This is an optimization exercise on Yosys and OpenROAD, whose aim is small area, not a production implementation.
Function was checked by simulation only, so behaviour that the tests miss may differ from the original.
No activity file was given, so power comes from the tool's default toggle rates. The flow treats the clock pin as an ideal source, which a real chip does not have.

<file path="config.mk">
export PLATFORM = sky130hd
export DESIGN_NAME = spike_array_top
export DESIGN_NICKNAME = spike_array_top
export VERILOG_FILES = /design/flow/design.v
export SDC_FILE = /design/flow/constraint.sdc
export NUM_CORES = 4
export LEC_CHECK = 0
export CAP_MARGIN = 20
export CORE_MARGIN = 2
export CORE_UTILIZATION = 65
export CTS_CLUSTER_DIAMETER = 100
export CTS_CLUSTER_SIZE = 30
export SLEW_MARGIN = 20
</file>
<file path="constraint.sdc">
create_clock -name core_clock -period 12.0 [get_ports {cpu_clk}]
set_input_delay 2.4000 -clock core_clock [delete_from_list [all_inputs] [get_ports {cpu_clk}]]
set_output_delay 2.4000 -clock core_clock [all_outputs]
set_load 0.01 [all_outputs]
</file>
<file path="design.v">
package neuron_pkg;
    typedef logic [15:0] potential_t;
    typedef logic [15:0] count_t;
    typedef logic [7:0] reg_addr_t;
    typedef logic [31:0] reg_data_t;
    typedef enum logic [2:0] {
        FIELD_POTENTIAL = 3'd0,   
        FIELD_THRESHOLD = 3'd1,
        FIELD_LEAK      = 3'd2,
        FIELD_STIMULUS  = 3'd3,
        FIELD_COUNT     = 3'd4    
    } field_e;
    localparam reg_addr_t STATUS_ADDR = 8'h80;
    localparam potential_t THRESHOLD_RESET = 16'h0100;
endpackage
package access_pkg;
    typedef enum logic [1:0] {
        OP_NONE  = 2'd0,
        OP_READ  = 2'd1,
        OP_WRITE = 2'd2
    } access_op_e;
    typedef enum logic [1:0] {
        ST_IDLE   = 2'd0,
        ST_ACCESS = 2'd1,   
        ST_DONE   = 2'd2    
    } access_state_e;
    typedef struct packed {
        access_op_e op;
        logic [7:0]  addr;    
        logic [31:0] wdata;   
    } bank_req_t;
    localparam int BANK_REQ_W = 2 + 8 + 32;
endpackage
`timescale 1ns/1ps
module access_fsm (
    input  logic        cpu_clk,
    input  logic        rst_n,
    input  logic [7:0]  node_select,
    input  logic [7:0]  addr,
    input  logic        write_en,
    input  logic        read_en,
    input  logic [15:0] write_data,
    input  logic [15:0] rd_word,      
    output logic        acc,          
    output logic        done,         
    output logic        op_w,         
    output logic [1:0]  bank,
    output logic [1:0]  nrn,
    output logic [2:0]  code,
    output logic [15:0] dreg,
    output logic [31:0] read_data,
    output logic        ready,
    output logic        acc_next,     
    output logic [2:0]  code_in       
);
    logic idle;
    assign idle = ~acc & ~done;
    assign acc_next = idle & (write_en | read_en);
    always_ff @(posedge cpu_clk or negedge rst_n) begin
        if (!rst_n) begin
            acc  <= 1'b0;
            done <= 1'b0;
        end else begin
            acc  <= acc_next;
            done <= acc;
        end
    end
    always_comb begin
        if (node_select[7:2] != 6'd0)             code_in = 3'd7;
        else if (addr == 8'h80)                   code_in = 3'd5;
        else if (addr[7:5] != 3'd0 || addr[2:0] > 3'd4) code_in = 3'd7;
        else                                      code_in = addr[2:0];
    end
    always_ff @(posedge cpu_clk) begin
        if (!acc) begin
            op_w <= write_en;
            bank <= node_select[1:0];
            nrn  <= addr[4:3];
            code <= code_in;
        end
        dreg <= acc ? rd_word : write_data;
    end
    assign ready     = done;
    assign read_data = {16'd0, dreg & {16{done & ~op_w}}};
endmodule
`timescale 1ns/1ps
module tick_timer (
    input  logic cpu_clk,
    input  logic rst_n,
    output logic tick,
    output logic tick_d
);
    logic [3:0] cnt;
    always_ff @(posedge cpu_clk or negedge rst_n) begin
        if (!rst_n) begin
            cnt    <= '0;
            tick   <= 1'b0;
            tick_d <= 1'b0;
        end else begin
            cnt    <= cnt + 1'b1;
            tick   <= (cnt == 4'd15);
            tick_d <= tick;
        end
    end
endmodule
`timescale 1ns/1ps
module neuron_unit (
    input  logic        cpu_clk,
    input  logic        we_th,
    input  logic        we_l,
    input  logic        we_s,
    input  logic [15:0] th_d,
    input  logic [15:0] l_d,
    input  logic [15:0] s_d,
    input  logic        commit,       
    input  logic [15:0] p_new,
    input  logic [15:0] c_new,
    output logic [15:0] potential,
    output logic [15:0] threshold,
    output logic [15:0] leak,
    output logic [15:0] stimulus,
    output logic [15:0] spike_count
);
    always_ff @(posedge cpu_clk) begin
        if (commit) begin
            potential   <= p_new;
            spike_count <= c_new;
        end
        if (we_th) threshold <= th_d;
        if (we_l)  leak <= l_d;
        if (we_s)  stimulus <= s_d;
    end
endmodule
`timescale 1ns/1ps
module neuron_bank (
    input  logic        cpu_clk,
    input  logic        rst_n,
    input  logic        tick,
    input  logic        tick_d,
    input  logic        acc,
    input  logic        done,
    input  logic        op_w,
    input  logic        nxt_acc,      
    input  logic [2:0]  nxt_tgt,      
    input  logic        hit,          
    input  logic        bsel,         
    input  logic [1:0]  nrn,
    input  logic [2:0]  code,
    input  logic [15:0] wd,
    output logic [15:0] rd,
    output logic [1:0]  interrupt
);
    localparam int N = 8;
    logic [15:0] p [N];
    logic [15:0] th [N];
    logic [15:0] l [N];
    logic [15:0] s [N];
    logic [15:0] c [N];
    logic [N-1:0] pend;
    logic [N-1:0] fnext;
    logic [N-1:0] rst_f;
    logic [N-1:0] job;
    logic         upd_wr;    
    logic [3:0]  status [2];
    logic        tgt_acc, wr_nrn, tgt_done, eager, do_commit, pend_sel, rs_sel, job_sel, fwd;
    logic        wr_th, wr_l, wr_s;
    logic [15:0] th_d, l_d, s_d;
    logic [2:0]  tgt, rr_sel, sel_next;
    assign tgt      = {bsel, nrn};
    assign tgt_acc  = acc & hit & (code <= 3'd4);
    assign wr_nrn   = op_w & (code == 3'd1 || code == 3'd2 || code == 3'd3);
    assign tgt_done = done & hit & wr_nrn & upd_wr;
    assign eager    = tgt_acc & tick & wr_nrn;
    assign job = pend | rst_f;
    logic [N-1:0] soh, pend_nx, rst_f_nx, job_nx;
    logic         upd_nx;
    always_comb begin
        rr_sel = 3'd7;
        for (int i = N - 1; i >= 0; i--) begin
            if (job_nx[i]) rr_sel = 3'(i);
        end
    end
    assign job_nx   = pend_nx | rst_f_nx;
    assign upd_nx   = tgt_acc & wr_nrn & do_commit;
    assign sel_next = nxt_acc ? nxt_tgt : (upd_nx ? tgt : rr_sel);
    logic [2:0] sel_q;
    always_ff @(posedge cpu_clk or negedge rst_n) begin
        if (!rst_n) sel_q <= '0;
        else        sel_q <= sel_next;
    end
    assign soh = N'(1) << sel_q;
    assign pend_sel  = |(pend & soh);
    assign rs_sel    = |(rst_f & soh);
    assign job_sel   = pend_sel | rs_sel;
    assign do_commit = ~tgt_done & (job_sel | eager);
    assign fwd       = tgt_acc & wr_nrn & ~job_sel & ~tick;
    assign wr_th = acc & op_w & hit & (code == 3'd1);
    assign wr_l  = acc & op_w & hit & (code == 3'd2);
    assign wr_s  = acc & op_w & hit & (code == 3'd3);
    assign th_d  = wr_th ? wd : 16'h0100;
    assign l_d   = wr_l  ? wd : 16'd0;
    assign s_d   = wr_s  ? wd : 16'd0;
    logic [N-1:0] sohv;
    logic [15:0]  pm, lm, sm_in, thm, cm;
    logic         fwd_th, fwd_l, fwd_s;
    assign fwd_th = fwd & (code == 3'd1);
    assign fwd_l  = fwd & (code == 3'd2);
    assign fwd_s  = fwd & (code == 3'd3);
    for (genvar i = 0; i < N; i++) begin : g_soh
        assign sohv[i] = soh[i] & ~rst_f[i];    
    end
    always_comb begin
        pm    = '0;
        cm    = '0;
        lm    = wd & {16{fwd_l}};
        sm_in = wd & {16{fwd_s}};
        thm   = (wd & {16{fwd_th}}) | {7'd0, rs_sel, 8'd0};
        for (int i = 0; i < N; i++) begin
            pm    = pm    | (p[i]  & {16{sohv[i]}});
            cm    = cm    | (c[i]  & {16{sohv[i]}});
            lm    = lm    | (l[i]  & {16{sohv[i] & ~fwd_l}});
            sm_in = sm_in | (s[i]  & {16{sohv[i] & ~fwd_s}});
            thm   = thm   | (th[i] & {16{sohv[i] & ~fwd_th}});
        end
    end
    logic [16:0] diff, sum;
    logic [15:0] leaked, integ, p_new, c_new, c_inc;
    logic        fire, th0;
    assign diff   = {1'b0, pm} - {1'b0, lm};
    assign leaked = diff[16] ? 16'd0 : diff[15:0];     
    assign sum    = {1'b0, leaked} + {1'b0, sm_in};
    assign integ  = sum[16] ? 16'hFFFF : sum[15:0];   
    assign fire   = (integ >= thm);
    assign th0    = (thm == 16'd0);
    assign p_new  = fire ? 16'd0 : integ;
    assign c_inc  = cm + 16'd1;
    assign c_new  = fire ? c_inc : cm;
    for (genvar i = 0; i < N; i++) begin : g_neuron
        logic commit, me, sweep;
        assign commit = do_commit & soh[i];
        assign me     = (tgt == 3'(i));
        assign sweep  = commit & rst_f[i];
        assign rst_f_nx[i] = rst_f[i] & ~commit;
        assign pend_nx[i]  = tick ? ~(commit & ~pend[i]) : (pend[i] & ~commit);
        neuron_unit u_neuron (
            .cpu_clk     (cpu_clk),
            .we_th       ((wr_th & me) | sweep),
            .we_l        ((wr_l & me) | sweep),
            .we_s        ((wr_s & me) | commit),
            .th_d        (th_d),
            .l_d         (l_d),
            .s_d         (s_d),
            .commit      (commit),
            .p_new       (p_new),
            .c_new       (c_new),
            .potential   (p[i]),
            .threshold   (th[i]),
            .leak        (l[i]),
            .stimulus    (s[i]),
            .spike_count (c[i])
        );
        always_ff @(posedge cpu_clk or negedge rst_n) begin
            if (!rst_n) begin
                pend[i]  <= 1'b0;
                fnext[i] <= 1'b0;
                rst_f[i] <= 1'b1;
            end else begin
                rst_f[i] <= rst_f_nx[i];
                pend[i]  <= pend_nx[i];
                if (commit)                   fnext[i] <= fire & (eager | th0);
                else if (soh[i] & (tgt_done | fwd)) fnext[i] <= fire;
            end
        end
    end
    always_ff @(posedge cpu_clk) begin
        upd_wr <= upd_nx;
    end
    always_comb begin
        case (code)
            3'd0:    rd = pend_sel ? p_new : pm;    
            3'd1:    rd = thm;
            3'd2:    rd = lm;
            3'd3:    rd = pend_sel ? 16'd0 : sm_in;
            3'd4:    rd = pend_sel ? c_new : cm;
            3'd5:    rd = {12'd0, status[bsel]};
            default: rd = '0;
        endcase
    end
    for (genvar b = 0; b < 2; b++) begin : g_status
        logic [3:0] clr;
        assign clr = (acc && op_w && hit && bsel == 1'(b) && code == 3'd5) ? wd[3:0] : 4'd0;
        always_ff @(posedge cpu_clk or negedge rst_n) begin
            if (!rst_n) status[b] <= '0;
            else        status[b] <= (status[b] & ~clr) | (tick_d ? fnext[b*4 +: 4] : 4'd0);
        end
        assign interrupt[b] = |status[b];
    end
endmodule
`timescale 1ns/1ps
module spike_array_top (
    input  logic        cpu_clk,
    input  logic        rst_n,
    input  logic [7:0]  ext_node_select,
    input  logic [7:0]  ext_addr,
    input  logic        ext_write_en,
    input  logic        ext_read_en,
    input  logic [31:0] ext_write_data,
    output logic [31:0] ext_read_data,
    output logic        ext_ready,
    output logic [3:0]  node_interrupts
);
    logic        tick, tick_d;
    logic        acc, done, op_w, acc_next;
    logic [2:0]  code_in;
    logic [1:0]  bank, nrn;
    logic [2:0]  code;
    logic [15:0] dreg;
    logic [15:0] rd [2];
    access_fsm u_access (
        .cpu_clk     (cpu_clk),
        .rst_n       (rst_n),
        .node_select (ext_node_select),
        .addr        (ext_addr),
        .write_en    (ext_write_en),
        .read_en     (ext_read_en),
        .write_data  (ext_write_data[15:0]),
        .rd_word     (rd[bank[1]]),
        .acc         (acc),
        .done        (done),
        .op_w        (op_w),
        .bank        (bank),
        .nrn         (nrn),
        .code        (code),
        .dreg        (dreg),
        .read_data   (ext_read_data),
        .ready       (ext_ready),
        .acc_next    (acc_next),
        .code_in     (code_in)
    );
    tick_timer u_timer (
        .cpu_clk (cpu_clk),
        .rst_n   (rst_n),
        .tick    (tick),
        .tick_d  (tick_d)
    );
    for (genvar n = 0; n < 2; n++) begin : g_node
        neuron_bank u_bank (
            .cpu_clk   (cpu_clk),
            .rst_n     (rst_n),
            .tick      (tick),
            .tick_d    (tick_d),
            .acc       (acc),
            .done      (done),
            .op_w      (op_w),
            .nxt_acc   (acc_next && ext_node_select[1] == 1'(n) && code_in <= 3'd4),
            .nxt_tgt   ({ext_node_select[0], ext_addr[4:3]}),
            .hit       (bank[1] == 1'(n)),
            .bsel      (bank[0]),
            .nrn       (nrn),
            .code      (code),
            .wd        (dreg),
            .rd        (rd[n]),
            .interrupt (node_interrupts[2*n +: 2])
        );
    end
endmodule
</file>
<file path="run.sh">
#!/bin/bash
# synth_recipe.tcl (not shown) runs the flow's synth.tcl, then flattens the netlist and writes it again
# the make line also repeats each setting of config.mk as NAME=value (left out here)
make -C /OpenROAD-flow-scripts/flow DESIGN_CONFIG=/design/flow/config.mk WORK_HOME=/design/flow/orfs CLKGATE_MAP_FILE= SYNTH_SCRIPT=/design/flow/synth_recipe.tcl finish
</file>
==> results of run 1 <==
==> sequential cells by signal (all words and copies together) (netlist names) <==
name	count
u_timer.cnt	4
u_access.acc	1
u_access.code	3
g_node.u_bank.fnext	16
g_node.u_bank.g_neuron.u_neuron.spike_count	256
u_access.op_w	1
u_access.done	1
u_timer.tick	1
u_access.nrn	2
u_access.dreg	16
g_node.u_bank.g_neuron.u_neuron.potential	256
g_node.u_bank.sel_q	6
g_node.u_bank.g_neuron.u_neuron.threshold	256
g_node.u_bank.upd_wr	2
u_access.bank	2
g_node.u_bank.status	16
u_timer.tick_d	1
g_node.u_bank.pend	16
g_node.u_bank.rst_f	16
g_node.u_bank.g_neuron.u_neuron.stimulus	256
g_node.u_bank.g_neuron.u_neuron.leak	256
==> metal layers <==
layer  vias to the layer above  routed length [µm]  track usage
met1                     19900               70400        0.579
li1                      16600                   -            -
met4                         0                7810        0.152
met2                      3031               78400        0.548
met3                       396               26600       0.0983
met5                         -                   0            0
==> worst max-delay path: cells and delay by family, from the launching register on <==
family / cells / cell delay, ps
flip-flops: 1 / 910
AND/OR/NAND/NOR: 12 / 3520
XOR/XNOR: 1 / 220
adder cells (fa/ha/maj): 4 / 1220
AO/OA/AOI/OAI: 15 / 4430
buffers and inverters: 5 / 960
==> cells by family (layout without fill, tap and decap cells) <==
logic type	after synthesis	count (layout)	synth area share
and+or+nand+nor	969	969	0.0873
xor gates and xnor gates	96	96	0.0141
AOI/OAI and AO/OA	1176	1176	0.149
DFF	1384	1384	0.689
buffers and inverters	352	410	0.0262
other	1	23	0.0000630
muxes	52	52	0.0108
adders and majority gates	111	111	0.0235
==> path summary, 6_finish.rpt <==
check	depth (start not counted)	from	slack (ps)	end
setup / recovery	37	g_node[0].u_bank.sel_q[1]	510	u_access.dreg[7]
hold / removal	1	u_timer.cnt[0]	460	u_timer.cnt[0]
setup reg to reg	37	g_node[0].u_bank.sel_q[1]	510	u_access.dreg[7]
hold reg to reg	1	u_timer.cnt[0]	460	u_timer.cnt[0]
max in group asynchronous	2	rst_n	9220	g_node[0].u_bank.sel_q[0]
min in group asynchronous	1	rst_n	1510	u_access.done
==> through the flow <==
step | std cells | util
detailed placement | 5298 | 0.681
floorplan | 4156 | -
CTS | 5400 | 0.700
global placement | 5296 | 0.680
global route | 5400 | 0.700
finish | 5407 | 0.700
==> power by group through the flow <==
stage / logic (µW) / clock network [µW] / registers, µW
finish: 2220 / 2350 / 6510
floorplan: 1260 / 0 / 6480
global route: 2340 / 2510 / 6570
CTS: 2140 / 2350 / 6500
global placement: 2090 / 0 / 6550
detailed placement: 2130 / 0 / 6610
==> area by class of cell <==
type	count	area (µm²)	area share
clock inverter	9	158	0.00247
inverter	73	274	0.00429
tap	1186	1480	0.0232
antenna	7	17.5	0.000274
timing repair buffer	235	2010	0.0314
multi-input combinational	2420	17400	0.273
clock buffer	93	1520	0.0238
sequential	1384	41000	0.642
==> layout by cell type, fill, tap and decap left out, types with 61 or more instances in the layout <==
cell and count:
a21oi_1 73, and2_1 69, ha_1 99, nand4_1 79, nand2_1 179, edfxtp_1 1288, and3_1 104, a22oi_1 334
nand3_1 89, dfrtp_1 61, a221oi_1 179, nor2_1 212, inv_1 71, buf_4 170, o21ai_0 100, a22o_1 178
==> timing repair <==
action                     CTS  global route
gates resized for setup      0             1
hold buffers                 0             0
setup endpoints to repair    0             8
==> impl_metrics.tcl, run 1 <==
set metrics [dict create \
    status "finished clean" \
    synth_seq_cells 1384 \
    hold_path.class "flip-flop to flip-flop" \
    drtIter0Drc 6290 \
    ys.flop_type "edfxtp_1" \
    powerDensity_nw_per_um2 173 \
    tns_ps 0 \
    report.power.total_uw 11100 \
    synth_commonest_cells "1,288 x edfxtp_1, 334 x a22oi_1, 215 x nor2_1" \
    clk_path_buf_depth 3 \
    drv_cap 0 \
    synth_edf_count 1288 \
    synth.most_common_cell "edfxtp_1" \
    place.gp.congestion 0.996 \
    power.switching_uw 3270 \
    finalCriticalPeriod_ps 11490 \
    cts_sinks 1384 \
    grt_usage 0.386 \
    cp.arrival_ps 12010 \
    yosysSeqAreaShare 0.689 \
    tightest_slew_ps 1200 \
    hold_violations 0 \
    hpwl_um 118000 \
    antenna_found_initial 10 \
    postCtsSetupBuffers 0 \
    crit_path_max_incr_delay_ps 970 \
    setup.worst_path.start_class "flip-flop" \
    synth.area.top_cells "edfxtp_1 65%, a22oi_1 4.2%, a221oi_1 2.6%" \
    synth_warnings 13 \
    ant_nets 0 \
    synth_top_area_cell "edfxtp_1" \
    crit_slowest_cell "a221oi_1" \
    setup_ws_ps 513 \
    rows 111 \
    crit_required_ps 12530 \
    synthCells 4141 \
    grt_pass1_vias 37600 \
    netlist_area_um2 59500 \
    gr-total-overflow 0 \
    p_comb_frac 0.201 \
    p_leak_uw 0.0213 \
    dr.pass1.iters 6 \
    core_um2 91200 \
    sw_frac_of_total 0.295 \
    dieArea_um2 94000 \
    fin_crit_sh 0.957 \
    io_buffers 56 \
    drc 0 \
    ys_types 98 \
    grt_max_degree 80 \
    syn_area_per_cell_um2 14.4 \
    syn2layout_area_growth_pct 7.34 \
    fp.dieW_um 307 \
    clkPwrFrac 0.212 \
    drive_gt1_frac 0.0961 \
    htree_num_levels 2 \
    initial_core_util 0.653 \
    crit_top_cell "buf_4" \
    hold_slack_ps 464 \
    vias 40000 \
    crit_type "flip-flop to flip-flop" \
    seqPwrFrac 0.588 \
    maxSlewViolCount 0 \
    numCtsBuffers 55 \
    slew_headroom 0.200 \
    cts.clk_slew.worst_paths_ps 120 \
    path_max_fanout 20 \
    avgViaCountPerCell 7.40 \
    fmax_mhz 87.1 \
    grt_pass1_wl_um 261000 \
    cts_tree "yes" \
    clk_latency_ps 710 \
    setup_viol 0 \
    synth.top_cell.area_share 0.650 \
    endpoint_kind "flip-flop" \
    postSynth.asyncResetShare 0.0564 \
    ctsRootBufferMaster "clkbuf_16" \
    ios 89 \
    place_ws_ps 733 \
    cell_internal_pwr_uw 7810 \
    final_cell_area_um2 63900 \
    drt_wl_total_um 183000 \
    fill_cells 5999 \
    nets 4324 \
    dpl_cell_area_um2 62200 \
    peakVddDrop_uv 161 \
    post_drt_wl_per_cell_um 33.9 \
    rsz0062_at_grt "no" \
    die_y_um 307 \
    skew_ps 40.1 \
]
==> run 2: changes to the inputs <==
--- a/design.v
+++ b/design.v
@@ -234,5 +234,10 @@
     assign th0    = (thm == 16'd0);
     assign p_new  = fire ? 16'd0 : integ;
-    assign c_inc  = cm + 16'd1;
+    logic [16:0] ic;
+    assign ic[0] = 1'b1;
+    for (genvar i = 0; i < 16; i++) begin : g_inc
+        assign c_inc[i] = cm[i] ^ ic[i];
+        assign ic[i+1]  = cm[i] & ic[i];
+    end
     assign c_new  = fire ? c_inc : cm;
     for (genvar i = 0; i < N; i++) begin : g_neuron
==> run 2 against run 1 <==
Compared with the run above:
- routed wire length is 1.1% lower
- synthesized area is 1.6% lower
- total power is 9.9% higher
- die area is 1.6% lower
- global-route usage is 0.092 points lower
- register-to-register slack better by 20 ps
- critical endpoint is now u_access.dreg[4]
- largest power group unchanged
==> impl_metrics.tcl, run 2 <==
set metrics [dict create \
    clk_latency_ps 720 \
    synthSimpleGateAreaFrac 0.0832 \
    grt_pass1_vias 37600 \
    cp.arrival_ps 12050 \
    io_buffers 56 \
    dr.pass1.iters 10 \
    crit_top_cell "nor2_1" \
    crit_path_max_incr_delay_ps 930 \
    final_cell_mix "1,288 x edfxtp_1, 272 x a222oi_1, 224 x nor2_1" \
    post_drt_wl_per_cell_um 34.4 \
    drt_wl_total_um 181000 \
    synth_top_area_cell "edfxtp_1" \
    ys.flop_type "edfxtp_1" \
    ctsRootBufferMaster "clkbuf_16" \
    nets 4226 \
    antenna_found_initial 11 \
    synth_mux_area_frac 0.0156 \
    cts.clk_slew.worst_paths_ps 120 \
    hold_slack_ps 477 \
    grt_pass1_wl_um 259000 \
    rows 110 \
    path_max_fanout 19 \
    synth_warnings 13 \
    synth-compound-area-share 0.141 \
    ios 89 \
    crit_type "flip-flop to flip-flop" \
    fin_util 0.703 \
    clk_path_buf_depth 3 \
    skew_ps 49.0 \
    synthCells 4003 \
    tns_ps 0 \
    initial_core_util 0.653 \
    endpoint_kind "flip-flop" \
    ys_types 98 \
    die_y_um 304 \
    dieArea_um2 92600 \
    avgViaCountPerCell 7.45 \
    rsz0062_at_grt "no" \
    finalCriticalPeriod_ps 11460 \
    synth.top_cell.area_share 0.660 \
    drv_cap 0 \
    peakVddDrop_uv 172 \
    gr-total-overflow 0 \
    place_ws_ps 701 \
    synth_top_family_by_area "compound AO/OA/AOI/OAI gates" \
    status "finished clean" \
    htree_num_levels 2 \
    grt_max_degree 77 \
    setup_viol 0 \
    synth_seq_cells 1384 \
    synth.area.top_cells "edfxtp_1 66%, a222oi_1 4.6%, ha_1 2.7%" \
    fp.dieW_um 304 \
    grt_usage 0.386 \
    vias 39300 \
    cts_tree "yes" \
    fin_crit_sh 0.955 \
    synthAdderAreaFrac 0.0287 \
    setup.worst_path.start_class "flip-flop" \
    syn2layout_area_growth_pct 7.60 \
    tightest_slew_ps 1210 \
    crit_required_ps 12580 \
    drtIter0Drc 6360 \
    numCtsBuffers 53 \
    drive_gt1_frac 0.0956 \
    drc 0 \
    maxSlewViolCount 0 \
    hpwl_um 115000 \
    powerDensity_nw_per_um2 193 \
    synth-xor-area-share 0.00777 \
    setup_ws_ps 536 \
    yosysSeqAreaShare 0.700 \
    syn_area_per_cell_um2 14.6 \
    final_common_cell "edfxtp_1" \
    p_leak_uw 0.0213 \
    hold_violations 0 \
    netlist_area_um2 58600 \
    synth_commonest_cells "1,288 x edfxtp_1, 272 x a222oi_1, 225 x nor2_1" \
    core_um2 89700 \
    report.power.total_uw 12200 \
    slew_headroom 0.193 \
    postSynth.asyncResetShare 0.0564 \
    hold_path.class "flip-flop to flip-flop" \
    fmax_mhz 87.2 \
    crit_slowest_cell "dfrtp_1" \
    cts_sinks 1384 \
    synth.most_common_cell "edfxtp_1" \
    place.gp.congestion 0.994 \
    ant_nets 0 \
    synth_edf_count 1288 \
]
==> run 2: what timing repair did <==
item / CTS / global route
hold buffers: 0 / 0
setup endpoints to repair: 0 / 15
resized for setup: 0 / 4
buffers inserted: 0 / 0
==> run 2: where the power goes <==
group,internal (µW),switching (µW)
combinational,919,2050
sequential,6600,346
clock,863,1390
==> run 2: per-layer routing <==
metal,vias to the layer above,GRT usage,part of all wire
li1,16400,-,-
met1,19500,0.521,0.35
met2,2905,0.596,0.46
met3,487,0.0710,0.12
met4,4,0.224,0.068
met5,-,0,0.00013
==> run 2: area by class of cell <==
cell class	instances	area, µm²
antenna	8	20.0
sequential	1384	41000
tap	1176	1470
clock buffer	91	1470
clock inverter	8	115
inverter	68	255
multi-input combinational	2285	16600
fill	5861	26700
timing repair buffer	253	2090
==> run 2: worst max-delay path, delay by kind of cell, from the launching register on <==
| family | cells | cell delay [ps] |
|---|---|---|
| buf+inv | 4 | 900 |
| simple gates | 12 | 3080 |
| compound gates | 18 | 5010 |
| fa+ha+maj | 4 | 1380 |
| flops | 1 | 930 |
==> run 2: final timing paths <==
check                                               start                        end  slack [ps]  depth (start not counted)
max in group asynchronous                           rst_n  g_node[0].u_bank.sel_q[1]        9560                          2
worst max register to register  g_node[1].u_bank.sel_q[0]           u_access.dreg[4]         540                         38
worst min register to register             u_timer.cnt[0]             u_timer.cnt[0]         480                          1
worst min-delay path                       u_timer.cnt[0]             u_timer.cnt[0]         480                          1
worst max-delay path            g_node[1].u_bank.sel_q[0]           u_access.dreg[4]         540                         38
min in group asynchronous                           rst_n             u_timer.cnt[1]        1510                          1
==> run 2: stage by stage <==
| stage | instance area, µm² | cells |
|---|---|---|
| global route | 63000 | 5265 |
| global placement | 61300 | 5164 |
| CTS | 63000 | 5265 |
| finish | 63000 | 5273 |
| detailed placement | 61400 | 5166 |
| floorplan | 58700 | 4018 |
==> run 2: logic make-up (layout without fill, tap and decap cells) <==
| logic type | count (synthesis) | in the layout |
|---|---|---|
| multiplexers | 81 | 81 |
| AO/OA/AOI/OAI | 1057 | 1057 |
| buffers and inverters | 349 | 420 |
| adder cells (fa/ha/maj) | 133 | 133 |
| other | 1 | 24 |
| AND/OR/NAND/NOR | 946 | 946 |
| flip-flops | 1384 | 1384 |
| XOR/XNOR | 52 | 52 |
==> run 3: changes to the inputs <==
==> flow/run.sh (new file) <==
#!/bin/bash
set -euo pipefail
export CTS_ARGS="-sink_clustering_enable -repair_clock_nets -sink_clustering_size 30 -sink_clustering_max_diameter 100 -dont_use_dummy_load"
export BUFFER_PORTS_ARGS="-buffer_cell sky130_fd_sc_hd__buf_1"
bash standard.sh > standard.log 2>&1
==> standard.sh (new file) <==
#!/bin/bash
# synth_recipe.tcl (not shown) runs the flow's synth.tcl, then flattens the netlist and writes it again
# the make line also repeats each setting of config.mk as NAME=value (left out here)
make -C /OpenROAD-flow-scripts/flow DESIGN_CONFIG=/design/flow/config.mk WORK_HOME=/design/flow/orfs CLKGATE_MAP_FILE= SYNTH_SCRIPT=/design/flow/synth_recipe.tcl "${@:-finish}"
--- a/config.mk
+++ b/config.mk
@@ -9,5 +9,3 @@
 export CORE_MARGIN = 2
 export CORE_UTILIZATION = 65
-export CTS_CLUSTER_DIAMETER = 100
-export CTS_CLUSTER_SIZE = 30
 export SLEW_MARGIN = 20
removed: run.sh
==> run 3 against run 2 <==
Compared with the run above:
- still clean
- non-clock buffer count increased by 27
- final cell count fell by 0.44%
- sequential share of layout area rose by 0.45 points
- clock power is 7% lower
- combinational power is essentially flat
- critical path type unchanged
- critical endpoint unchanged
==> impl_metrics.tcl, run 3 <==
set metrics [dict create \
    synth_edf_count 1288 \
    synthCells 4003 \
    powerDensity_nw_per_um2 192 \
    rows 110 \
    synth.top_cell.area_share 0.660 \
    ios 89 \
    status "finished clean" \
    htree_num_levels 2 \
    clk_path_buf_depth 3 \
    ctsRootBufferMaster "clkbuf_16" \
    synth.most_common_cell "edfxtp_1" \
    core_um2 89700 \
    synth_seq_cells 1384 \
    finalCriticalPeriod_ps 11460 \
    ys_types 98 \
    crit_type "flip-flop to flip-flop" \
    numCtsBuffers 53 \
    maxSlewViolCount 0 \
    path_max_fanout 19 \
    hold_violations 0 \
    yosysSeqAreaShare 0.700 \
    grt_pass1_wl_um 261000 \
    synth_top_area_cell "edfxtp_1" \
    setup.worst_path.start_class "flip-flop" \
    p_leak_uw 0.0213 \
    endpoint_kind "flip-flop" \
    final_common_cell "edfxtp_1" \
    postCtsHoldBufs 0 \
    crit_top_cell "nor2_1" \
    nets 4253 \
    die_y_um 304 \
    sw_frac_of_total 0.310 \
    drtIter0Drc 6330 \
    dr.pass1.iters 10 \
    place.gp.congestion 1.02 \
    fin_crit_sh 0.955 \
    drt_wl_total_um 182000 \
    synth_commonest_cells "1,288 x edfxtp_1, 272 x a222oi_1, 225 x nor2_1" \
    fp.dieW_um 304 \
    tns_ps 0 \
    hold_path.class "flip-flop to flip-flop" \
    vias 39400 \
    crit_slowest_cell "dfrtp_1" \
    cell_internal_pwr_uw 8300 \
    clk_latency_ps 690 \
    dieArea_um2 92600 \
    syn_area_per_cell_um2 14.6 \
    initial_core_util 0.653 \
    p_comb_frac 0.246 \
    clkPwrFrac 0.176 \
    synth.area.top_cells "edfxtp_1 66%, a222oi_1 4.6%, ha_1 2.7%" \
    grt_pass1_vias 37900 \
    setup_viol 0 \
    grt_max_degree 72 \
    cp.arrival_ps 12050 \
    setup_ws_ps 537 \
    netlist_area_um2 58600 \
    postCtsSetupBuffers 0 \
    drv_cap 0 \
    cts_sinks 1384 \
    synth_warnings 13 \
    drive_gt1_frac 0.100 \
    antenna_found_initial 10 \
    skew_ps 92.8 \
    cts.clk_slew.worst_paths_ps 120 \
    power.switching_uw 3730 \
    gr-total-overflow 0 \
    grt_usage 0.389 \
    hpwl_um 117000 \
    cts_tree "yes" \
    ant_nets 0 \
    drc 0 \
    ctsResizeCount 0 \
    postSynth.asyncResetShare 0.0564 \
    seqPwrFrac 0.578 \
    io_buffers 56 \
    final_cell_mix "1,288 x edfxtp_1, 272 x a222oi_1, 224 x nor2_1" \
    crit_path_max_incr_delay_ps 950 \
    post_drt_wl_per_cell_um 34.7 \
    avgViaCountPerCell 7.51 \
    tightest_slew_ps 1290 \
    crit_required_ps 12590 \
    peakVddDrop_uv 201 \
    slew_headroom 0.133 \
    fill_cells 5977 \
    place_ws_ps 903 \
    ys.flop_type "edfxtp_1" \
    syn2layout_area_growth_pct 6.85 \
    rsz0062_at_grt "no" \
    fmax_mhz 87.2 \
]
run 3: cell counts after synthesis:
No cell type changed its count.
run 3: kinds of logic (layout without fill, tap and decap cells):
group | count (synthesis) | count (layout) | synth area share
AOI/OAI and AO/OA | 1057 | 1057 | 0.141
xor gates and xnor gates | 52 | 52 | 0.00777
adders and majority gates | 133 | 133 | 0.0287
buffers and inverters | 349 | 401 | 0.0242
DFF | 1384 | 1384 | 0.700
muxes | 81 | 81 | 0.0156
other | 1 | 20 | 0.0000640
and+or+nand+nor | 946 | 946 | 0.0832
run 3: final timing paths:
kind / start / endpoint / slack [ps] / depth (start not counted)
setup / recovery: g_node[1].u_bank.sel_q[2] / u_access.dreg[4] / 540 / 38
max in group asynchronous: rst_n / g_node[0].u_bank.sel_q[0] / 9180 / 2
hold reg to reg: u_timer.cnt[0] / u_timer.cnt[0] / 470 / 1
hold / removal: u_timer.cnt[0] / u_timer.cnt[0] / 470 / 1
min in group asynchronous: rst_n / u_timer.cnt[3] / 1560 / 1
setup reg to reg: g_node[1].u_bank.sel_q[2] / u_access.dreg[4] / 540 / 38
run 3: worst max-delay path: cells and delay by family (launching register included):
| kind | cells | cell delay, ps |
|---|---|---|
| DFF | 1 | 950 |
| adders and majority gates | 5 | 1540 |
| AOI/OAI and AO/OA | 18 | 5210 |
| buffers and inverters | 3 | 530 |
| muxes | 1 | 210 |
| and+or+nand+nor | 11 | 2890 |
run 3: power groups by stage:
stage          Sequential (µW)  Combinational, µW  Clock, µW
3_5_place_dp              7060               2870          0
3_3_place_gp              6970               2780          0
6_report                  6960               2960       2110
2_1_floorplan             6910               1710          0
5_1_grt                   7040               3140       2270
4_1_cts                   6950               2880       2120
run 3: area by class of cell:
cell class	count	area, µm²	share of cell area
Clock buffer	53	1330	0.0212
Sequential cell	1384	41000	0.655
Timing Repair Buffer	280	1940	0.0310
Antenna cell	4	10.0	0.000160
Tap cell	1176	1470	0.0235
Inverter	68	255	0.00408
Multi-Input combinational cell	2285	16600	0.265
run 3: metrics by stage:
stage	utilization	cells	instance area [µm²]	power [µW]	hold slack, ps
2_1_floorplan	-	4018	58700	8620	352
3_3_place_gp	0.682	5192	61200	9750	438
3_5_place_dp	0.683	5193	61300	9930	458
4_1_cts	0.697	5246	62600	12000	472
5_1_grt	0.698	5246	62600	12500	505
6_report	0.698	5250	62600	12000	472
run 3: per-layer routing:
layer,track usage,part of all wire
met5,0,0.00015
met4,0.218,0.067
met1,0.521,0.35
met2,0.604,0.46
met3,0.0765,0.12
==> run 4: changes to the inputs <==
--- a/design.v
+++ b/design.v
@@ -234,10 +234,5 @@
     assign th0    = (thm == 16'd0);
     assign p_new  = fire ? 16'd0 : integ;
-    logic [16:0] ic;
-    assign ic[0] = 1'b1;
-    for (genvar i = 0; i < 16; i++) begin : g_inc
-        assign c_inc[i] = cm[i] ^ ic[i];
-        assign ic[i+1]  = cm[i] & ic[i];
-    end
+    assign c_inc  = cm + 16'd1;
     assign c_new  = fire ? c_inc : cm;
     for (genvar i = 0; i < N; i++) begin : g_neuron
==> run 4 against run 3 <==
Compared with the run above:
- largest power group unchanged
- critical path depth decreased by 1
- design area increased by 1.2%
- clock-buffer cell count unchanged
- worst hold slack improved by 8.2 ps
- combinational power decreased by 25%
- total power decreased by 9.7%
==> impl_metrics.tcl, run 4 <==
set metrics [dict create \
    stdcell_count 5382 \
    rsz0062_at_grt "no" \
    powerDensity_nw_per_um2 171 \
    crit_required_ps 12490 \
    grt_usage 0.392 \
    ys_types 98 \
    syn_area_per_cell_um2 14.4 \
    synth_warnings 13 \
    place_ws_ps 646 \
    crit_slowest_cell "dfrtp_1" \
    synth_commonest_cells "1,288 x edfxtp_1, 334 x a22oi_1, 215 x nor2_1" \
    drtIter0Drc 6244 \
    crit_path_max_incr_delay_ps 970 \
    drc 0 \
    initial_core_util 0.653 \
    tns_ps 0 \
    gr-total-overflow 0 \
    io_buffers 56 \
    status "finished clean" \
    numCtsBuffers 53 \
    skew_ps 45.8 \
    crit_type "flip-flop to flip-flop" \
    synth.most_common_cell "edfxtp_1" \
    avgViaCountPerCell 7.43 \
    tightest_slew_ps 1230 \
    fin_crit_sh 0.973 \
    ctsRootBufferMaster "clkbuf_16" \
    finalCriticalPeriod_ps 11680 \
    cts_tree "yes" \
    cp.arrival_ps 12170 \
    endpoint_kind "flip-flop" \
    synth.top_cell.area_share 0.650 \
    dp.cells 5315 \
    dr.pass1.iters 6 \
    final_cell_mix "1,288 x edfxtp_1, 334 x a22oi_1, 213 x nor2_1" \
    dpl_cell_area_um2 61900 \
    final_common_cell "edfxtp_1" \
    fmax_mhz 85.6 \
    dieArea_um2 94000 \
    core_um2 91200 \
    ys.flop_type "edfxtp_1" \
    nets 4343 \
    p_leak_uw 0.0211 \
    drive_gt1_frac 0.0996 \
    setup.worst_path.start_class "flip-flop" \
    htree_num_levels 2 \
    ant_nets 0 \
    clk_path_buf_depth 3 \
    place.gp.congestion 1.01 \
    drv_cap 0 \
    maxSlewViolCount 0 \
    yosysSeqAreaShare 0.689 \
    netlist_area_um2 59500 \
    hpwl_um 122000 \
    synth_top_area_cell "edfxtp_1" \
    crit_top_cell "nor3_1" \
    cts.clk_slew.worst_paths_ps 110 \
    setup_ws_ps 320 \
    rows 111 \
    synth.area.top_cells "edfxtp_1 65%, a22oi_1 4.2%, a221oi_1 2.6%" \
    path_max_fanout 31 \
    peakVddDrop_uv 146 \
    cts_sinks 1384 \
    postSynth.asyncResetShare 0.0564 \
    drt_wl_total_um 186000 \
    synth_edf_count 1288 \
    vias 40000 \
    hold_violations 0 \
    grt_pass1_vias 37500 \
    postCtsHoldBufs 0 \
    fp.dieW_um 307 \
    setup_viol 0 \
    antenna_found_initial 4 \
    hold_path.class "flip-flop to flip-flop" \
    fin_util 0.694 \
    final_cell_area_um2 63400 \
    grt_max_degree 72 \
    die_y_um 307 \
    synthCells 4141 \
    post_drt_wl_per_cell_um 34.6 \
    synth_seq_cells 1384 \
    syn2layout_area_growth_pct 6.41 \
    slew_headroom 0.180 \
    ios 89 \
    grt_pass1_wl_um 264000 \
    clk_latency_ps 690 \
]
==> run 4: changes by cell type after synthesis, moves of 27 or more <==
cell,previous run,this run
a21oi_1,100,73
a221oi_1,41,179
a222oi_1,272,0
a22o_1,41,178
a22oi_1,169,334
buf_2,29,81
clkbuf_1,200,135
mux2i_1,54,14
nand3_1,118,89
o21ai_0,177,140
==> run 4: logic make-up after synthesis <==
group / after synthesis / synth area share
simple gates: 969 / 0.0873
xor+xnor: 96 / 0.0141
fa+ha+maj: 111 / 0.0235
buf+inv: 352 / 0.0262
mux: 52 / 0.0108
compound gates: 1176 / 0.149
other cells: 1 / 0.0000630
flops: 1384 / 0.689
==> run 4: power by group <==
part / internal, µW / total [µW] / leakage (µW) / switching (µW)
registers: 6200 / 6520 / 0.0128 / 319
logic: 686 / 2220 / 0.00765 / 1530
clock network: 794 / 2130 / 0.000653 / 1330
==> run 4: layout make-up <==
cell class | instances | area [µm²]
Antenna cell | 10 | 25.0
Clock buffer | 53 | 1330
Fill cell | 6083 | 27900
Inverter | 73 | 274
Multi-Input combinational cell | 2420 | 17400
Sequential cell | 1384 | 41000
Tap cell | 1186 | 1480
Timing Repair Buffer | 256 | 1800
==> run 4: timing repair <==
action | in CTS | in global routing
resized for setup | 0 | 1
endpoints found under the hold margin | 0 | 0
buffers inserted | 0 | 0
setup endpoints to repair | 0 | 2
==> run 4: final timing paths <==
path / from / endpoint / slack, ps / cells past startpoint
max: g_node[0].u_bank.sel_q[2] / u_access.dreg[8] / 320 / 37
min: u_timer.cnt[0] / u_timer.cnt[0] / 480 / 1
max reg2reg: g_node[0].u_bank.sel_q[2] / u_access.dreg[8] / 320 / 37
min reg2reg: u_timer.cnt[0] / u_timer.cnt[0] / 480 / 1
max in group asynchronous: rst_n / g_node[0].u_bank.sel_q[0] / 9220 / 2
min in group asynchronous: rst_n / u_timer.cnt[0] / 1550 / 1
==> run 4: layer usage <==
metal	global-route usage	share of wire
met5	0	0.000070
met4	0.134	0.036
met3	0.121	0.14
met2	0.558	0.43
met1	0.579	0.39
==> run 4: through the flow <==
stage / hold WS [ps] / total power, µW
floorplan: 352 / 7730
CTS: 479 / 10800
detailed placement: 463 / 8750
finish: 481 / 10900
global route: 501 / 11200
global placement: 434 / 8640
==> run 4: worst max-delay path, delay by kind of cell, from the launching register on <==
kind | cells | cell delay (ps)
xor gates and xnor gates | 1 | 240
DFF | 1 | 970
AOI/OAI and AO/OA | 16 | 4160
adders and majority gates | 5 | 1500
muxes | 1 | 410
buffers and inverters | 3 | 660
and+or+nand+nor | 11 | 3500
==> run 5: changes to the inputs <==
--- a/config.mk
+++ b/config.mk
@@ -8,4 +8,4 @@
 export CAP_MARGIN = 20
 export CORE_MARGIN = 2
-export CORE_UTILIZATION = 65
+export CORE_UTILIZATION = 72
 export SLEW_MARGIN = 20
==> run 5 against run 4 <==
Compared with the run above:
- via count increased by 1.9%
- final cell count decreased by 2.2%
- worst hold slack got worse by 14 ps
- clock skew increased by 27 ps
- synthesized area unchanged
- global-route usage increased by 4.1 points
- flip-flop and latch count unchanged
==> impl_metrics.tcl, run 5 <==
set metrics [dict create \
    status "finished clean" \
    initial_core_util 0.726 \
    netlist_area_um2 59500 \
    numCtsBuffers 53 \
    cts_sinks 1384 \
    synth_seq_cells 1384 \
    setup.worst_path.start_class "flip-flop" \
    post_drt_wl_per_cell_um 35.0 \
    setup_viol 0 \
    hold_violations 0 \
    fill_cells 4623 \
    p_leak_uw 0.0211 \
    maxSlewViolCount 0 \
    r2r-start "g_node[1].u_bank.sel_q[2]" \
    skew_ps 73.2 \
    hold_path.class "flip-flop to flip-flop" \
    grt_pass1_wl_um 265000 \
    fin_crit_sh 0.969 \
    crit_type "flip-flop to flip-flop" \
    dieArea_um2 85000 \
    tightest_slew_ps 1240 \
    io_buffers 56 \
    synth.top_cell.area_share 0.650 \
    ant_nets 0 \
    synth-xor-area-share 0.0141 \
    crit_family "compound AO/OA/AOI/OAI gates" \
    synth_top_family_by_area "compound AO/OA/AOI/OAI gates" \
    path_max_fanout 31 \
    worst-path-stages 36 \
    fp.dieW_um 292 \
    hold_depth 1 \
    crit_top_cell "a21oi_1" \
    synth_commonest_cells "1,288 x edfxtp_1, 334 x a22oi_1, 215 x nor2_1" \
    avgViaCountPerCell 7.75 \
    vias 40800 \
    finalCriticalPeriod_ps 11630 \
    drc 0 \
    postCtsSetupBuffers 0 \
    reg2reg_slack_ps 370 \
    core_um2 82000 \
    grt_usage 0.433 \
    ios 89 \
    postSynth.asyncResetShare 0.0564 \
    r2r-end "u_access.dreg[12]" \
    synthAdderAreaFrac 0.0235 \
    hold_slack_ps 466 \
    antenna_found_initial 5 \
    gr-total-overflow 0 \
    crit_required_ps 12560 \
    synth.area.top_cells "edfxtp_1 65%, a22oi_1 4.2%, a221oi_1 2.6%" \
    clk_path_buf_depth 3 \
    htree_num_levels 2 \
    hold_start "u_timer.cnt[0]" \
    synth_mux_area_frac 0.0108 \
    slew_headroom 0.162 \
    grt_pass1_vias 38900 \
    yosysSeqAreaShare 0.689 \
    syn2layout_area_growth_pct 6.18 \
    syn_area_per_cell_um2 14.4 \
    synthCells 4141 \
    drt_wl_total_um 184000 \
    hpwl_um 122000 \
    endpoint_kind "flip-flop" \
    drv_cap 0 \
    powerDensity_nw_per_um2 172 \
    final_common_cell "edfxtp_1" \
    grt_max_degree 79 \
    crit_slowest_cell "dfrtp_1" \
    synth.most_common_cell "edfxtp_1" \
    crit_path_max_incr_delay_ps 900 \
    ys.flop_type "edfxtp_1" \
    die_y_um 292 \
    drive_gt1_frac 0.0994 \
    cts.clk_slew.worst_paths_ps 110 \
    ctsRootBufferMaster "clkbuf_16" \
    nets 4344 \
    synth_top_area_cell "edfxtp_1" \
    ys_types 98 \
    rr_worst_depth 36 \
    report.power.total_uw 10900 \
    tns_ps 0 \
    rows 105 \
    setup.worst_path.end "u_access.dreg[12]" \
    fmax_mhz 86.0 \
    synth-compound-area-share 0.149 \
    peakVddDrop_uv 172 \
    drtIter0Drc 7192 \
    cp.buffers_inverters 5 \
    synth_warnings 13 \
    synthSimpleGateAreaFrac 0.0873 \
    clk_latency_ps 690 \
    final_cell_mix "1,288 x edfxtp_1, 334 x a22oi_1, 214 x nor2_1" \
    cts_tree "yes" \
    dr.pass1.iters 6 \
    rsz0062_at_grt "no" \
    synth_edf_count 1288 \
    cp-startpoint "g_node[1].u_bank.sel_q[2]" \
    cp.arrival_ps 12200 \
    place.gp.congestion 1.04 \
]
==> run 5: power by group <==
group | switching, µW | internal, µW
clock | 1320 | 794
sequential | 336 | 6200
combinational | 1570 | 678
==> run 5: metrics by stage <==
step           worst slack [ps]  area (µm²)  std cells  utilization
2_1_floorplan              2540       59600       4156            -
4_1_cts                     520       63100       5254        0.770
3_5_place_dp                614       61800       5201        0.754
6_report                    367       63200       5262        0.771
3_3_place_gp                877       61700       5199        0.753
5_1_grt                    40.9       63200       5258        0.771
==> run 5: timing repair <==
item / CTS / global route
setup endpoints to repair: 0 / 29
resized for setup: 0 / 3
hold endpoints to repair: 0 / 0
hold buffers: 0 / 0
==> run 5: layer usage <==
| layer | track usage | part of all wire |
|---|---|---|
| met2 | 0.624 | 0.43 |
| met5 | 0 | 0.00013 |
| met4 | 0.184 | 0.052 |
| met1 | 0.609 | 0.34 |
| met3 | 0.149 | 0.17 |
==> run 5: logic make-up (layout without fill, tap and decap cells) <==
kind of cell,count (synthesis),after routing
AO/OA/AOI/OAI,1176,1176
XOR/XNOR,96,96
adder cells (fa/ha/maj),111,111
buffers and inverters,352,383
flip-flops,1384,1384
multiplexers,52,52
other,1,21
AND/OR/NAND/NOR,969,969
==> run 5: cell type report <==
cell class	count	area [µm²]	share of cell area
Multi-Input combinational cell	2420	17400	0.276
Tap cell	1070	1340	0.0212
Timing Repair Buffer	257	1840	0.0291
Clock buffer	53	1330	0.0210
Sequential cell	1384	41000	0.649
Antenna cell	5	12.5	0.000198
Inverter	73	274	0.00433
==> run 5: worst min-delay path by stage <==
stage / endpoint / slack, ps
4_1_cts: u_timer.cnt[0] / 470
6_report: u_timer.cnt[0] / 470
2_1_floorplan: u_access.done / 350
3_3_place_gp: u_timer.cnt[0] / 430
5_1_grt: u_timer.cnt[0] / 490
3_5_place_dp: u_timer.cnt[0] / 450
==> run 6: changes to the inputs <==
--- a/design.v
+++ b/design.v
@@ -234,5 +234,10 @@
     assign th0    = (thm == 16'd0);
     assign p_new  = fire ? 16'd0 : integ;
-    assign c_inc  = cm + 16'd1;
+    logic [16:0] ic;
+    assign ic[0] = 1'b1;
+    for (genvar i = 0; i < 16; i++) begin : g_inc
+        assign c_inc[i] = cm[i] ^ ic[i];
+        assign ic[i+1]  = cm[i] & ic[i];
+    end
     assign c_new  = fire ? c_inc : cm;
     for (genvar i = 0; i < N; i++) begin : g_neuron
==> flow/run.sh (replaced) <==
#!/bin/bash
set -euo pipefail
export CTS_ARGS="-sink_clustering_enable -repair_clock_nets -sink_clustering_size 26 -sink_clustering_max_diameter 90 -dont_use_dummy_load"
export BUFFER_PORTS_ARGS="-buffer_cell sky130_fd_sc_hd__buf_1"
bash standard.sh > standard.log 2>&1
--- a/config.mk
+++ b/config.mk
@@ -8,4 +8,5 @@
 export CAP_MARGIN = 20
 export CORE_MARGIN = 2
-export CORE_UTILIZATION = 72
+export CORE_UTILIZATION = 65
+export PLACE_DENSITY = 0.75
 export SLEW_MARGIN = 20
==> run 6 against run 5 <==
Compared with the run above:
- core utilization decreased by 7.4 points
- combinational power up 27%
- final cell count is 1.2% lower
- synthesized area is 1.6% lower
- still clean on timing, DRC and antenna
- first-iteration DRC count is 14% lower
- critical path type unchanged
- largest power group unchanged
- via count fell by 5.5%
==> impl_metrics.tcl, run 6 <==
set metrics [dict create \
    final_common_cell "edfxtp_1" \
    setup.worst_path.start_class "flip-flop" \
    synth.top_cell.area_share 0.660 \
    worst-path-stages 38 \
    initial_core_util 0.653 \
    syn2layout_area_growth_pct 6.84 \
    hpwl_um 109000 \
    core_um2 89700 \
    fill_cells 5992 \
    powerDensity_nw_per_um2 192 \
    cp.arrival_ps 12060 \
    rsz0062_at_grt "no" \
    dr.pass1.iters 10 \
    dpl_cell_area_um2 60900 \
    io_buffers 56 \
    numCtsBuffers 60 \
    peakVddDrop_uv 195 \
    antenna_found_initial 6 \
    postSynth.asyncResetShare 0.0564 \
    vias 38500 \
    avgViaCountPerCell 7.41 \
    stdcell_count 5199 \
    fin_crit_sh 0.959 \
    grt_max_degree 74 \
    report.power.total_uw 12000 \
    hold_slack_ps 457 \
    die_y_um 304 \
    drtIter0Drc 6172 \
    netlist_area_um2 58600 \
    rows 110 \
    postCtsSetupBuffers 0 \
    post_drt_wl_per_cell_um 33.0 \
    synthCells 4003 \
    nets 4204 \
    maxSlewViolCount 0 \
    grt_pass1_vias 36700 \
    tightest_slew_ps 1230 \
    crit_family "compound AO/OA/AOI/OAI gates" \
    gr-total-overflow 0 \
    path_max_fanout 24 \
    slew_headroom 0.181 \
    dp.cells 5135 \
    crit_top_cell "buf_4" \
    multi_input_area_um2 16800 \
    drv_cap 0 \
    dieArea_um2 92600 \
    synth_seq_cells 1384 \
    synth_edf_count 1288 \
    hold_path.class "flip-flop to flip-flop" \
    final_cell_mix "1,288 x edfxtp_1, 272 x a222oi_1, 223 x nor2_1" \
    drt_wl_total_um 172000 \
    rr_worst_depth 38 \
    p_leak_uw 0.0211 \
    drive_gt1_frac 0.0945 \
    synth.area.top_cells "edfxtp_1 66%, a222oi_1 4.6%, ha_1 2.7%" \
    ys.flop_type "edfxtp_1" \
    reg2reg_slack_ps 500 \
    setup_viol 0 \
    grt_usage 0.366 \
    synth_top_area_cell "edfxtp_1" \
    status "finished clean" \
    ctsResizeCount 0 \
    fp.dieW_um 304 \
    endpoint_kind "flip-flop" \
    fmax_mhz 86.9 \
    htree_num_levels 2 \
    finalCriticalPeriod_ps 11500 \
    hold_violations 0 \
    syn_area_per_cell_um2 14.6 \
    ctsRootBufferMaster "clkbuf_16" \
    ios 89 \
    cp.buffers_inverters 6 \
    drc 0 \
    cts.clk_slew.worst_paths_ps 100 \
    final_cell_area_um2 62600 \
    clk_path_buf_depth 3 \
    seqCellArea_um2 41000 \
    yosysSeqAreaShare 0.700 \
    synth_warnings 13 \
    tns_ps 0 \
    synth.most_common_cell "edfxtp_1" \
    place.gp.congestion 1.03 \
    ant_nets 0 \
    ys_types 98 \
    grt_pass1_wl_um 248000 \
    crit_required_ps 12550 \
    synth_commonest_cells "1,288 x edfxtp_1, 272 x a222oi_1, 225 x nor2_1" \
    crit_slowest_cell "dfrtp_1" \
    cts_tree "yes" \
    skew_ps 66.9 \
    postCtsHoldBufs 0 \
    crit_path_max_incr_delay_ps 990 \
    clk_latency_ps 700 \
    crit_type "flip-flop to flip-flop" \
    cts_sinks 1384 \
    hold_depth 1 \
]
[run 6: cell types whose count changed after synthesis, sizes merged, moves of 46 or more]
cell | before | now
o21ai | 143 | 189
a221oi | 179 | 41
a222oi | 0 | 272
buf | 144 | 81
clkbuf | 135 | 200
a22oi | 334 | 169
a22o | 178 | 41
[run 6: area by class of cell]
class	instances	share of cell area
flip-flops and latches	1384	0.655
repair buffers	224	0.0251
inverters	68	0.00408
diodes	2	0.0000799
clock buffers	60	0.0240
well taps	1176	0.0235
multi-input cells	2285	0.268
[run 6: worst reg2reg max path, delay by kind of cell, from the launching register on]
| kind | cells | cell delay, ps |
|---|---|---|
| buffers and inverters | 6 | 1210 |
| and+or+nand+nor | 9 | 2330 |
| muxes | 2 | 660 |
| adders and majority gates | 4 | 1360 |
| DFF | 1 | 990 |
| AOI/OAI and AO/OA | 17 | 4840 |
[run 6: path summary, 6_finish.rpt]
check | start | to
setup / recovery | g_node[1].u_bank.sel_q[2] | u_access.dreg[12]
hold / removal | u_timer.cnt[0] | u_timer.cnt[0]
setup reg to reg | g_node[1].u_bank.sel_q[2] | u_access.dreg[12]
hold reg to reg | u_timer.cnt[0] | u_timer.cnt[0]
max in group asynchronous | rst_n | g_node[0].u_bank.sel_q[1]
min in group asynchronous | rst_n | u_timer.cnt[1]
[run 6: logic make-up (layout without fill, tap and decap cells)]
kind of cell | Yosys count | after routing | synth area share
compound gates | 1057 | 1057 | 0.141
mux | 81 | 81 | 0.0156
xor+xnor | 52 | 52 | 0.00777
fa+ha+maj | 133 | 133 | 0.0287
other cells | 1 | 18 | 0.0000640
simple gates | 946 | 946 | 0.0832
buf+inv | 349 | 352 | 0.0242
flops | 1384 | 1384 | 0.700
[run 6: through the flow]
| stage | util | setup WS (ps) |
|---|---|---|
| 2_1_floorplan | - | 2430 |
| 3_3_place_gp | 0.679 | 692 |
| 3_5_place_dp | 0.679 | 643 |
| 4_1_cts | 0.695 | 492 |
| 5_1_grt | 0.698 | 12.5 |
| 6_report | 0.698 | 497 |
[run 6: power breakdown]
part / internal, µW / total, µW / leakage, µW / switching, µW
sequential: 6600 / 6940 / 0.0126 / 339
combinational: 867 / 2850 / 0.00772 / 1980
clock: 890 / 2230 / 0.000739 / 1340
[run 6: routing by layer]
layer / share of wire / global-route usage
met5: 0.00024 / 0
met2: 0.46 / 0.572
met3: 0.12 / 0.0742
met4: 0.068 / 0.203
met1: 0.35 / 0.488

==> afterwards: timing with drivers on the ports <==
No port has a modelled driver above. Below, the same layouts with a new extraction and two added sets of constraints.
Step 1 (the two cells are an assumption about what drives the block):
set clk [get_ports {cpu_clk}]
set_driving_cell -lib_cell sky130_fd_sc_hd__clkbuf_16 $clk
set_driving_cell -lib_cell sky130_fd_sc_hd__buf_2 [delete_from_list [all_inputs] $clk]
Step 2 times the ports against the registers' clock, not the clock port: input delays grow and output delays shrink by t, the midpoint of the rising clock arrivals with the driver on.
Three values: ideal, step 1, step 2; two values: the first two.
run	t (ns)	setup WS [ns]	worst hold slack (ns)	worst setup path at the end
run 1	0.764	0.513 / 0.513 / 0.513	0.464 / 0.464 / 0.464	register to register
run 2	0.764	0.536 / 0.536 / 0.536	0.477 / 0.477 / 0.477	register to register
run 3	0.725	0.537 / 0.537 / 0.537	0.472 / 0.472 / 0.472	register to register
run 4	0.737	0.320 / 0.320 / 0.320	0.481 / 0.481 / 0.481	register to register
run 5	0.732	0.367 / 0.367 / 0.367	0.466 / 0.466 / 0.466	register to register
run 6	0.736	0.497 / 0.497 / 0.497	0.457 / 0.457 / 0.457	register to register
After both steps setup and hold are still met in every run listed.
